What follows belongs to an exercise in optimizing a design on an open flow for small area and a short achievable clock period; a production flow would make more cautious choices.
RTL that was checked went through simulation tests only; none was proved equivalent to the original.
Power figures rest on the tool's default switching activity, not on a simulated workload.

Setup of ember:
==> flow/design.v (excerpt) <==
module divTop (
    input  logic        clk,
    input  logic        arstN,
    input  logic        inValid,
    input  logic [15:0] dividend,
    input  logic [15:0] divisor,
    output logic        outValid,
    output logic [15:0] quotient,
    output logic [15:0] remainder,
    output logic        err
);
Size in the first run: about 1900 cells after synthesis, roughly 15000 um^2 of cells after synthesis.
clock: 11.0 ns
lec_check: 0
abc_area: 1
cap_margin: 20
core_margin: 2
core_utilization: 40
cts_buf_list: sky130_fd_sc_hd__clkbuf_16
cts_cluster_diameter: 150
cts_cluster_size: 25
slew_margin: 20
standard.sh (not shown) runs the stock make flow with config.mk's settings and CLKGATE_MAP_FILE= SYNTH_SCRIPT=/design/flow/synth_recipe.tcl, a recipe that flattens the netlist after the stock synthesis.
==> flow/flow/run.sh <==
#!/bin/bash
# Standard layout (the standard.sh), with timing repair aiming a few ns below the clock
# period (flow/margin.txt, passed as SETUP_SLACK_MARGIN) and any extra ORFS make variables
# listed one per line in flow/extra.txt. The whole output goes to standard_flow.log here.
set -euo pipefail
cd "$(dirname "$0")/.."
MARGIN=$(cat flow/margin.txt)
ARGS=()
if [[ -f flow/extra.txt ]]; then
  while IFS= read -r line; do
    [[ -n "$line" ]] && ARGS+=("$line")
  done < flow/extra.txt
fi
bash standard.sh "SETUP_SLACK_MARGIN=$MARGIN" "${ARGS[@]}" finish > standard_flow.log 2>&1
==> flow/flow/extra.txt <==
BUFFER_PORTS_ARGS=-buffer_cell sky130_fd_sc_hd__buf_2
==> flow/flow/margin.txt <==
7.5
diff inputs: ember => zinc
diff --git a/flow/design.v b/flow/design.v
--- a/flow/design.v
+++ b/flow/design.v
@@ -4,32 +4,24 @@
     input  logic        arstN,
     input  logic        inValid,
     input  logic [15:0] dividend,
     input  logic [15:0] divisor,
     output logic        outValid,
     output logic [15:0] quotient,
     output logic [15:0] remainder,
     output logic        err
 );
     logic [14:0] am_c, dm_c;
     logic        neg_c, err_c;
-    logic [14:0] az_c, bz_c;
-    assign az_c[0] = 1'b0;
-    assign bz_c[0] = 1'b0;
-    genvar ga;
-    for (ga = 1; ga < 15; ga++) begin : gA
-        assign az_c[ga] = |dividend[ga-1:0];
-        assign bz_c[ga] = |divisor[ga-1:0];
-    end
-    assign am_c  = dividend[14:0] ^ ({15{dividend[15]}} & az_c);
-    assign dm_c  = divisor[14:0] ^ ({15{divisor[15]}} & bz_c);
+    assign am_c  = dividend[15] ? (~dividend[14:0] + 15'd1) : dividend[14:0];
+    assign dm_c  = divisor[15] ? (~divisor[14:0] + 15'd1) : divisor[14:0];
     assign neg_c = dividend[15] ^ divisor[15];
     assign err_c = (dividend == 16'h8000) || (divisor[14:0] == 15'd0);
     logic am14_c, dOne_c;
     assign am14_c = dividend[15] ? (~dividend[14] ^ (dividend[13:0] == 14'd0)) : dividend[14];
     assign dOne_c = (divisor == 16'h0001) || (divisor == 16'hffff);
     logic [0:0] qs0, r0;
     assign qs0 = am14_c & dOne_c;
     assign r0  = am14_c & ~dOne_c;
     logic [13:0] ar_1;
     assign ar_1 = am_c[13:0];
     logic v_1;
[summary]
Per the final summary, ember finished and its layout is clean on timing, DRC and antenna. zinc went all the way through synthesis, placement and routing and the layout is clean on timing, DRC and antenna. Between zinc and ember, it is zinc whose core utilization of the finished layout is lower, by 0.49 points. Going from ember to zinc, the part of the cycle the worst path needs was found to have gone down by 1.3 points. A master of the slowest instance on the critical path of fa_1 is what zinc shows, while nor3_1 belongs to ember. Area of the die: lower on ember. Xor and xnor fraction of the mapped netlist area of ember is on par with zinc. Critical path depth up 2 in zinc wrt ember. Against ember, zinc reports a share of cell area taken by flip-flops and latches that is higher. Delta(minimum clock period after layout, zinc - ember) < 0. On standard cell core area, zinc does worse than ember. When zinc is set beside ember, its final net count turns out to be 11 larger. Compared ember against zinc; overall power of the completed layout within noise. On final cell count without fillers, ember and zinc are neck and neck. Sequential logic power across ember and zinc: no real change.
For ember, only the layout was checked, not whether the RTL still works.

-- separate check: timing with driven ports --
No port has a modelled driver above. Below, the same layouts with a new extraction and two added sets of constraints.
Step 1: set_driving_cell puts a clkbuf_16 on clk and a buf_2 on each other input, an assumption about the parent block.
Step 2, shift: input delay + t, output delay - t, t = (earliest + latest rising clock arrival at the registers) / 2. This alone moves slack from input paths to output paths.
Three values: ideal ports, drivers, drivers and shift; two values: the first two.
run | t, ns | slack for setup (ns) | pins driven straight from the clock port
ember | 0.552 | 7.577 / 7.577 / 7.427 | 1
zinc | 0.544 | 7.720 / 7.720 / 7.322 | 1
After both steps setup and hold are still met in every run listed. For zinc, which loses most, drivers alone change the setup slack by 0.000 ns; drivers and shift together by -0.398 ns.
